What follows belongs to an exercise in optimizing a design on an open flow for small area and a short achievable clock period; a production flow would make more cautious choices. In this exercise RTL edits were held to simulation tests only and were not proved equivalent to the original. No activity file was given, so power comes from the tool's default toggle rates.

[flow/design.v]
package axi_wdata_trace_pkg;
  typedef enum logic [1:0] {
    IDLE    = 2'd0,
    CAPTURE = 2'd1,
    DRAIN   = 2'd2,
    DONE    = 2'd3
  } trace_state_e;
  localparam logic [63:0] TRIG_ON_DEFAULT  = 64'h1;
  localparam logic [63:0] TRIG_OFF_DEFAULT = 64'hFFFF_FFFF_FFFF_FFFF;
  localparam int unsigned MAX_STRB_BITS = 128;
  localparam int unsigned POPCNT_W      = $clog2(MAX_STRB_BITS + 1);
  function automatic logic [POPCNT_W-1:0] popcount(input logic [MAX_STRB_BITS-1:0] v);
    logic [POPCNT_W-1:0] cnt;
    cnt = '0;
    for (int i = 0; i < MAX_STRB_BITS; i++) begin
      cnt = cnt + POPCNT_W'(v[i]);
    end
    popcount = cnt;
  endfunction
endpackage
module trace_fifo #(
  parameter int unsigned Width = 144,
  parameter int unsigned Depth = 8
) (
  input  logic             clk_i,
  input  logic             rst_i,
  input  logic             push_i,
  input  logic             pop_i,
  input  logic [Width-1:0] data_i,
  output logic [Width-1:0] data_o,
  output logic             full_o,
  output logic             empty_o
);
  localparam int unsigned PtrW = $clog2(Depth);
  logic [Width-1:0] mem_q [Depth];
  logic [PtrW-1:0]  wr_ptr_q, rd_ptr_q;
  logic [PtrW:0]    count_q;
  logic             push_ok, pop_ok;
  assign full_o  = (count_q == (PtrW + 1)'(Depth));
  assign empty_o = (count_q == '0);
  assign pop_ok  = pop_i && !empty_o;
  assign push_ok = push_i && (!full_o || pop_ok);
  assign data_o  = mem_q[rd_ptr_q];
  always_ff @(posedge clk_i) begin
    if (rst_i) begin
      wr_ptr_q <= '0;
      rd_ptr_q <= '0;
      count_q  <= '0;
    end else begin
      if (push_ok) wr_ptr_q <= wr_ptr_q + 1'b1;
      if (pop_ok)  rd_ptr_q <= rd_ptr_q + 1'b1;
      case ({push_ok, pop_ok})
        2'b10:   count_q <= count_q + 1'b1;
        2'b01:   count_q <= count_q - 1'b1;
        default: count_q <= count_q;
      endcase
    end
  end
  always_ff @(posedge clk_i) begin
    if (push_ok) mem_q[wr_ptr_q] <= data_i;
  end
endmodule
import axi_wdata_trace_pkg::*;
module axi_wdata_trace_capture #(
  parameter int unsigned NrChannels = 4,
  parameter int unsigned DataWidth  = 128,
  parameter int unsigned FifoDepth  = 8,
  parameter int unsigned CntWidth   = 16,
  parameter logic [63:0] TrigOn     = TRIG_ON_DEFAULT,
  parameter logic [63:0] TrigOff    = TRIG_OFF_DEFAULT,
  localparam int unsigned StrbW     = DataWidth / 8,
  localparam int unsigned ChanW     = (NrChannels > 1) ? $clog2(NrChannels) : 1
) (
  input  logic                          clk_i,
  input  logic                          rst_i,
  input  logic [63:0]                   trigger_i,
  input  logic                          dump_en_i,
  input  logic [NrChannels*DataWidth-1:0] w_data_i,
  input  logic [NrChannels*StrbW-1:0]   w_strb_i,
  input  logic [NrChannels-1:0]         w_valid_i,
  input  logic [NrChannels-1:0]         w_ready_i,
  output logic                          out_valid_o,
  input  logic                          out_ready_i,
  output logic [ChanW-1:0]              out_chan_o,
  output logic [DataWidth-1:0]          out_data_o,
  output logic [StrbW-1:0]              out_strb_o,
  output logic [1:0]                    state_o,
  output logic                          done_o,
  output logic                          overflow_o,
  output logic [CntWidth-1:0]           beat_cnt_o,
  output logic [CntWidth-1:0]           byte_cnt_o,
  output logic [CntWidth-1:0]           drop_cnt_o
);
  localparam int unsigned FifoW = DataWidth + StrbW;
  axi_wdata_trace_pkg::trace_state_e state_q, state_d;
  logic         clear_cnt;
  logic [NrChannels-1:0] full, empty, cap, push, pop, drop;
  logic [FifoW-1:0]      fifo_dout [NrChannels];
  logic [ChanW-1:0] rr_ptr_q, grant_q, grant;
  logic             lock_q, found;
  int unsigned      idx;
  logic [CntWidth-1:0] beat_q, byte_q, drop_q;
  logic [CntWidth-1:0] beat_inc, byte_inc, drop_inc;
  logic                overflow_q;
  function automatic logic [CntWidth-1:0] sat_add(input logic [CntWidth-1:0] a,
                                                 input logic [CntWidth-1:0] b);
    logic [CntWidth:0] s;
    s = {1'b0, a} + {1'b0, b};
    sat_add = s[CntWidth] ? '1 : s[CntWidth-1:0];
  endfunction
  for (genvar c = 0; c < NrChannels; c++) begin : g_fifo
    trace_fifo #(
      .Width (FifoW),
      .Depth (FifoDepth)
    ) u_fifo (
      .clk_i   (clk_i),
      .rst_i   (rst_i),
      .push_i  (push[c]),
      .pop_i   (pop[c]),
      .data_i  ({w_strb_i[c*StrbW +: StrbW], w_data_i[c*DataWidth +: DataWidth]}),
      .data_o  (fifo_dout[c]),
      .full_o  (full[c]),
      .empty_o (empty[c])
    );
  end
  always_comb begin
    grant = grant_q;
    found = 1'b0;
    idx   = 0;
    if (!lock_q) begin
      for (int unsigned i = 0; i < NrChannels; i++) begin
        idx = (int'(rr_ptr_q) + i) % NrChannels;
        if (!found && !empty[idx]) begin
          grant = ChanW'(idx);
          found = 1'b1;
        end
      end
    end
  end
  assign out_valid_o              = |(~empty);
  assign out_chan_o               = grant;
  assign {out_strb_o, out_data_o} = fifo_dout[grant];
  always_comb begin
    cap      = '0;
    push     = '0;
    drop     = '0;
    pop      = '0;
    beat_inc = '0;
    byte_inc = '0;
    drop_inc = '0;
    for (int c = 0; c < NrChannels; c++) begin
      cap[c]  = (state_q == CAPTURE) && dump_en_i && w_valid_i[c] && w_ready_i[c] &&
                (|w_strb_i[c*StrbW +: StrbW]);
      pop[c]  = out_valid_o && out_ready_i && (grant == ChanW'(c));
      push[c] = cap[c] && (!full[c] || pop[c]);
      drop[c] = cap[c] && full[c] && !pop[c];
      if (push[c]) begin
        beat_inc = beat_inc + CntWidth'(1);
        byte_inc = byte_inc + CntWidth'($countones(w_strb_i[c*StrbW +: StrbW]));
      end
      if (drop[c]) drop_inc = drop_inc + CntWidth'(1);
    end
  end
  always_comb begin
    state_d   = state_q;
    done_o    = 1'b0;
    clear_cnt = 1'b0;
    case (state_q)
      IDLE:    if (trigger_i == TrigOn) state_d = CAPTURE;
      CAPTURE: if (trigger_i == TrigOff) state_d = DRAIN;
      DRAIN: begin
        if ((&empty) && !(|push)) begin
          state_d = DONE;
          done_o  = 1'b1;
        end
      end
      DONE: begin
        if (trigger_i == TrigOn) begin
          state_d   = CAPTURE;
          clear_cnt = 1'b1;
        end
      end
      default: state_d = IDLE;
    endcase
  end
  always_ff @(posedge clk_i) begin
    if (rst_i) begin
      state_q  <= IDLE;
      rr_ptr_q <= '0;
      grant_q  <= '0;
      lock_q   <= 1'b0;
    end else begin
      state_q <= state_d;
      grant_q <= grant;
      lock_q  <= out_valid_o && !out_ready_i;
      if (out_valid_o && out_ready_i) begin
        rr_ptr_q <= (grant == ChanW'(NrChannels - 1)) ? '0 : grant + 1'b1;
      end
    end
  end
  always_ff @(posedge clk_i) begin
    if (rst_i || clear_cnt) begin
      beat_q     <= '0;
      byte_q     <= '0;
      drop_q     <= '0;
      overflow_q <= 1'b0;
    end else begin
      beat_q     <= sat_add(beat_q, beat_inc);
      byte_q     <= sat_add(byte_q, byte_inc);
      drop_q     <= sat_add(drop_q, drop_inc);
      overflow_q <= overflow_q | (|drop);
    end
  end
  assign state_o    = state_q;
  assign overflow_o = overflow_q;
  assign beat_cnt_o = beat_q;
  assign byte_cnt_o = byte_q;
  assign drop_cnt_o = drop_q;
endmodule
[flow/run.sh]
#!/bin/bash
# synth_recipe.tcl (not shown) runs the flow's synth.tcl, then flattens the netlist and writes it again
# the make line also repeats each setting of config.mk as NAME=value (left out here)
make -C /OpenROAD-flow-scripts/flow DESIGN_CONFIG=/design/flow/config.mk WORK_HOME=/design/flow/orfs CLKGATE_MAP_FILE= SYNTH_SCRIPT=/design/flow/synth_recipe.tcl finish
[flow/config.mk]
export PLATFORM = sky130hd
export DESIGN_NAME = axi_wdata_trace_capture
export DESIGN_NICKNAME = axi_wdata_trace_capture
export VERILOG_FILES = /design/flow/design.v
export SDC_FILE = /design/flow/constraint.sdc
export NUM_CORES = 4
export LEC_CHECK = 0
export CAP_MARGIN = 20
export CORE_MARGIN = 2
export CORE_UTILIZATION = 40
export SLEW_MARGIN = 20
[flow/constraint.sdc]
create_clock -name core_clock -period 20.0 [get_ports {clk_i}]
set_input_delay 4.0000 -clock core_clock [delete_from_list [all_inputs] [get_ports {clk_i}]]
set_output_delay 4.0000 -clock core_clock [all_outputs]
set_load 0.01 [all_outputs]
==> results.sh <==
export IMPL_status="complete, no violations"
export IMPL_grt_overflow_total=0
export IMPL_fill_cells=37011
export IMPL_die_height_um=682
export IMPL_wirelength_um=524000
export IMPL_core_area_um2=457000
export IMPL_grt_pass1_vias=92106
export IMPL_postCtsResizedCells=0
export IMPL_dp_slack_ps=789
export IMPL_fmax_mhz=54.9
export IMPL_cp_arrival_ps=19070
export IMPL_hold_buffers=0
export IMPL_wl_per_cell_um=33.1
export IMPL_dp_hpwl_um=328000
export IMPL_cp_slowest_cell="clkdlybuf4s50_1"
export IMPL_critPathTopFamily="adder cells"
export IMPL_yosys_warnings=3
export IMPL_synth_edf_count=4608
export IMPL_rows=248
export IMPL_hold_viol=0
export IMPL_drtPass1Iterations=6
export IMPL_io_buffers=850
export IMPL_antenna_found_initial=234
export IMPL_drt_iter0_markers=10565
export IMPL_tightest_slew_ps=1380
export IMPL_final_util_pct=47.4
export IMPL_p_leak_uw=0.0666
export IMPL_drc=0
export IMPL_avgSynthCellArea_um2=22.9
export IMPL_worst_slack_ps=1780
export IMPL_crit_path_end_kind="flip-flop"
export IMPL_final_cell_mix="edfxtp_1, mux4_2, clkdlybuf4s50_1"
export IMPL_place_gp_congestion=0.854
export IMPL_clk_latency_ps=1010
export IMPL_synthArstFlopShare_pct=0
export IMPL_synthFlopType="edfxtp_1"
export IMPL_grt_max_degree=108
export IMPL_cp_common_cell="fa_1"
export IMPL_syn_area_um2=184000
export IMPL_rsz0062_at_grt="no"
export IMPL_final_common_cell="edfxtp_1"
export IMPL_grt_pass1_wl_um=725000
export IMPL_finalSetupViolCount=0
export IMPL_finClkSkew_ps=55.4
export IMPL_critPathKind="input pin to flip-flop"
export IMPL_post_cts_repair_setup_buffers=0
export IMPL_grt_total_usage_pct=22.1
export IMPL_hold_path_class="flip-flop to flip-flop"
export IMPL_synth_seq_cells=4716
export IMPL_dieArea_um2=465000
export IMPL_ys_top_cells_by_area="edfxtp_1, mux4_2, mux2_2, mux2i_1, dfxtp_1"
export IMPL_drv_slew=0
export IMPL_io_pins=851
export IMPL_vdd_ir_drop_max_uv=78.9
export IMPL_relSlewSlack_pct=7.77
export IMPL_setup_tns_ps=0
export IMPL_numCtsBuffers=478
export IMPL_crit_required_ps=20850
export IMPL_area_delta_synth_final_pct=17.9
export IMPL_clock_sinks=4716
export IMPL_synth_cells=8028
export IMPL_powerDensity_nw_per_um2=99.5
export IMPL_slowest_delay_ps=1050
export IMPL_synth_top_area_cell="edfxtp_1"
export IMPL_fin_crit_sh_pct=91.1
export IMPL_synth_cell_types=68
export IMPL_via_per_inst=5.72
export IMPL_ys_seq_area_share_pct=76.4
export IMPL_synth_top_area_share_pct=75.3
export IMPL_maxCapViolations=0
export IMPL_fin_crit_ps=18220
export IMPL_tritoncts="done"
export IMPL_start_kind="input pin"
export IMPL_initial_utilization_pct=40.2
export IMPL_cts_buffer_depth=4
export IMPL_vias=90405
export IMPL_nets=9974
export IMPL_critical_path_max_fanout=13
export IMPL_crit_buf_inv=8
export IMPL_hold_slack_ps=507
export IMPL_htree_levels=5
export IMPL_drive_gt1_share_pct=27.0
export IMPL_cts_root_buf="clkbuf_16"
export IMPL_die_w_um=682
export IMPL_clkTransAtPathRegs_ps=60
export IMPL_antenna_left=0
synth_stat cells (all sizes together), types with 8 or more instances:
master  count
inv       127
nor2       87
a222oi    144
nand2b      8
nand4      33
dfxtp     108
mux2i     297
and3       11
nor4b      12
nand2      48
nand3      26
clkbuf    222
fa         53
a21oi      90
nor3       25
edfxtp   4608
xnor2      44
nor3b      22
mux4     1152
mux2      439
ha         84
o21ai      27
buf       191
or3        10
nor4       43
xor2       31
a21o       20
nor2b       8
cell type report:
class	instances	area, um^2	share of cell area (%)
Sequential cell	4716	141000	64.9
Multi-Input combinational cell	2772	41400	19.1
Clock buffer	574	12500	5.78
Timing Repair Buffer	1089	10500	4.86
Tap cell	6125	7660	3.54
Clock inverter	320	3370	1.56
Inverter	128	480	0.222
Antenna cell	83	208	0.0958
worst register-to-register path, delay by kind of cell, from the launching register on:
family / cells / cell delay [ps]
fa+ha+maj: 18 / 8070
compound gates: 10 / 2010
mux: 1 / 300
simple gates: 14 / 3660
buf+inv: 6 / 430
flops: 1 / 360
flip-flops by register name (all words and copies together) (netlist names), 12 cells and up, named ones only:
register,flops
beat_q,16
byte_q,16
drop_q,16
g_fifo.u_fifo.count_q,16
g_fifo.u_fifo.mem_q,4608
g_fifo.u_fifo.rd_ptr_q,12
g_fifo.u_fifo.wr_ptr_q,12
routing by layer:
layer,GRT usage [%],routed length [um],vias up,share of wire (%)
met5,0,642,-,0.12
li1,-,-,36650,-
met2,37.2,262000,3701,50
met1,29.4,208000,49033,40
met4,6.16,14800,104,2.8
met3,4.40,38400,917,7.3
worst paths after layout:
check | start | end | slack, ps | cells past startpoint
worst min-delay path | g_fifo[2].u_fifo.rd_ptr_q[1]$_SDFFE_PP0P_ | flip-flop | 510 | 2
worst max register to register | g_fifo[0].u_fifo.count_q[0]$_SDFFE_PP0P_ | byte_q[1]$_SDFF_PP0_ | 5030 | 49
worst min register to register | g_fifo[2].u_fifo.rd_ptr_q[1]$_SDFFE_PP0P_ | flip-flop | 510 | 2
worst max-delay path | w_strb_i[1] | byte_q[1]$_SDFF_PP0_ | 1780 | 46
cell families (layout without fill, tap and decap cells):
family | Yosys count | after routing | share of synthesized area, %
adder cells (fa/ha/maj) | 137 | 137 | 1.15
buffers and inverters | 541 | 2111 | 1.23
AND/OR/NAND/NOR | 349 | 349 | 1.04
XOR/XNOR | 75 | 75 | 0.357
AO/OA/AOI/OAI | 321 | 321 | 1.36
flip-flops | 4716 | 4716 | 76.4
other | 1 | 85 | 0.00204
multiplexers | 1888 | 1888 | 18.4
report_power, final:
part	leakage, uW	switching [uW]	internal, uW
logic	0.0165	979	667
clock network	0.00776	3790	5230
registers	0.0423	15.9	10900
per-stage QoR:
stage	instance area, um^2	instances	total power (uW)
3_3_place_gp	201000	14823	12700
4_1_cts	216000	15723	21700
6_report	217000	15807	21600
3_5_place_dp	201000	14829	12800
2_1_floorplan	184000	8029	11800
5_1_grt	217000	15761	22200

[afterwards: timing with drivers on the ports]
No port has a modelled driver above. Below, the same layout with a new extraction and two added sets of constraints.
Step 1 (the two cells are an assumption about what drives the block):
set clk [get_ports {clk_i}]
set_driving_cell -lib_cell sky130_fd_sc_hd__clkbuf_16 $clk
set_driving_cell -lib_cell sky130_fd_sc_hd__buf_2 [delete_from_list [all_inputs] $clk]
Step 2 adds t to the input delays and takes it off the output delays; t is the mean of the earliest and latest rising clock arrival at the registers after step 1. Input paths then give back, and output paths get back, about the clock's delay inside the block.
Slacks: ideal / step 1 / step 2; pairs: ideal / step 1.
shift t [ns]: 1.104
slack for setup (ns): 1.784 / 1.838 / 0.734
slew at the worst register clock pin (ns): 0.07 / 0.07
pins driven straight from the clock port: 1
After both steps setup and hold are still met in this run. The setup slack of this run moves by +0.054 ns with the drivers and by -1.050 ns with both steps.
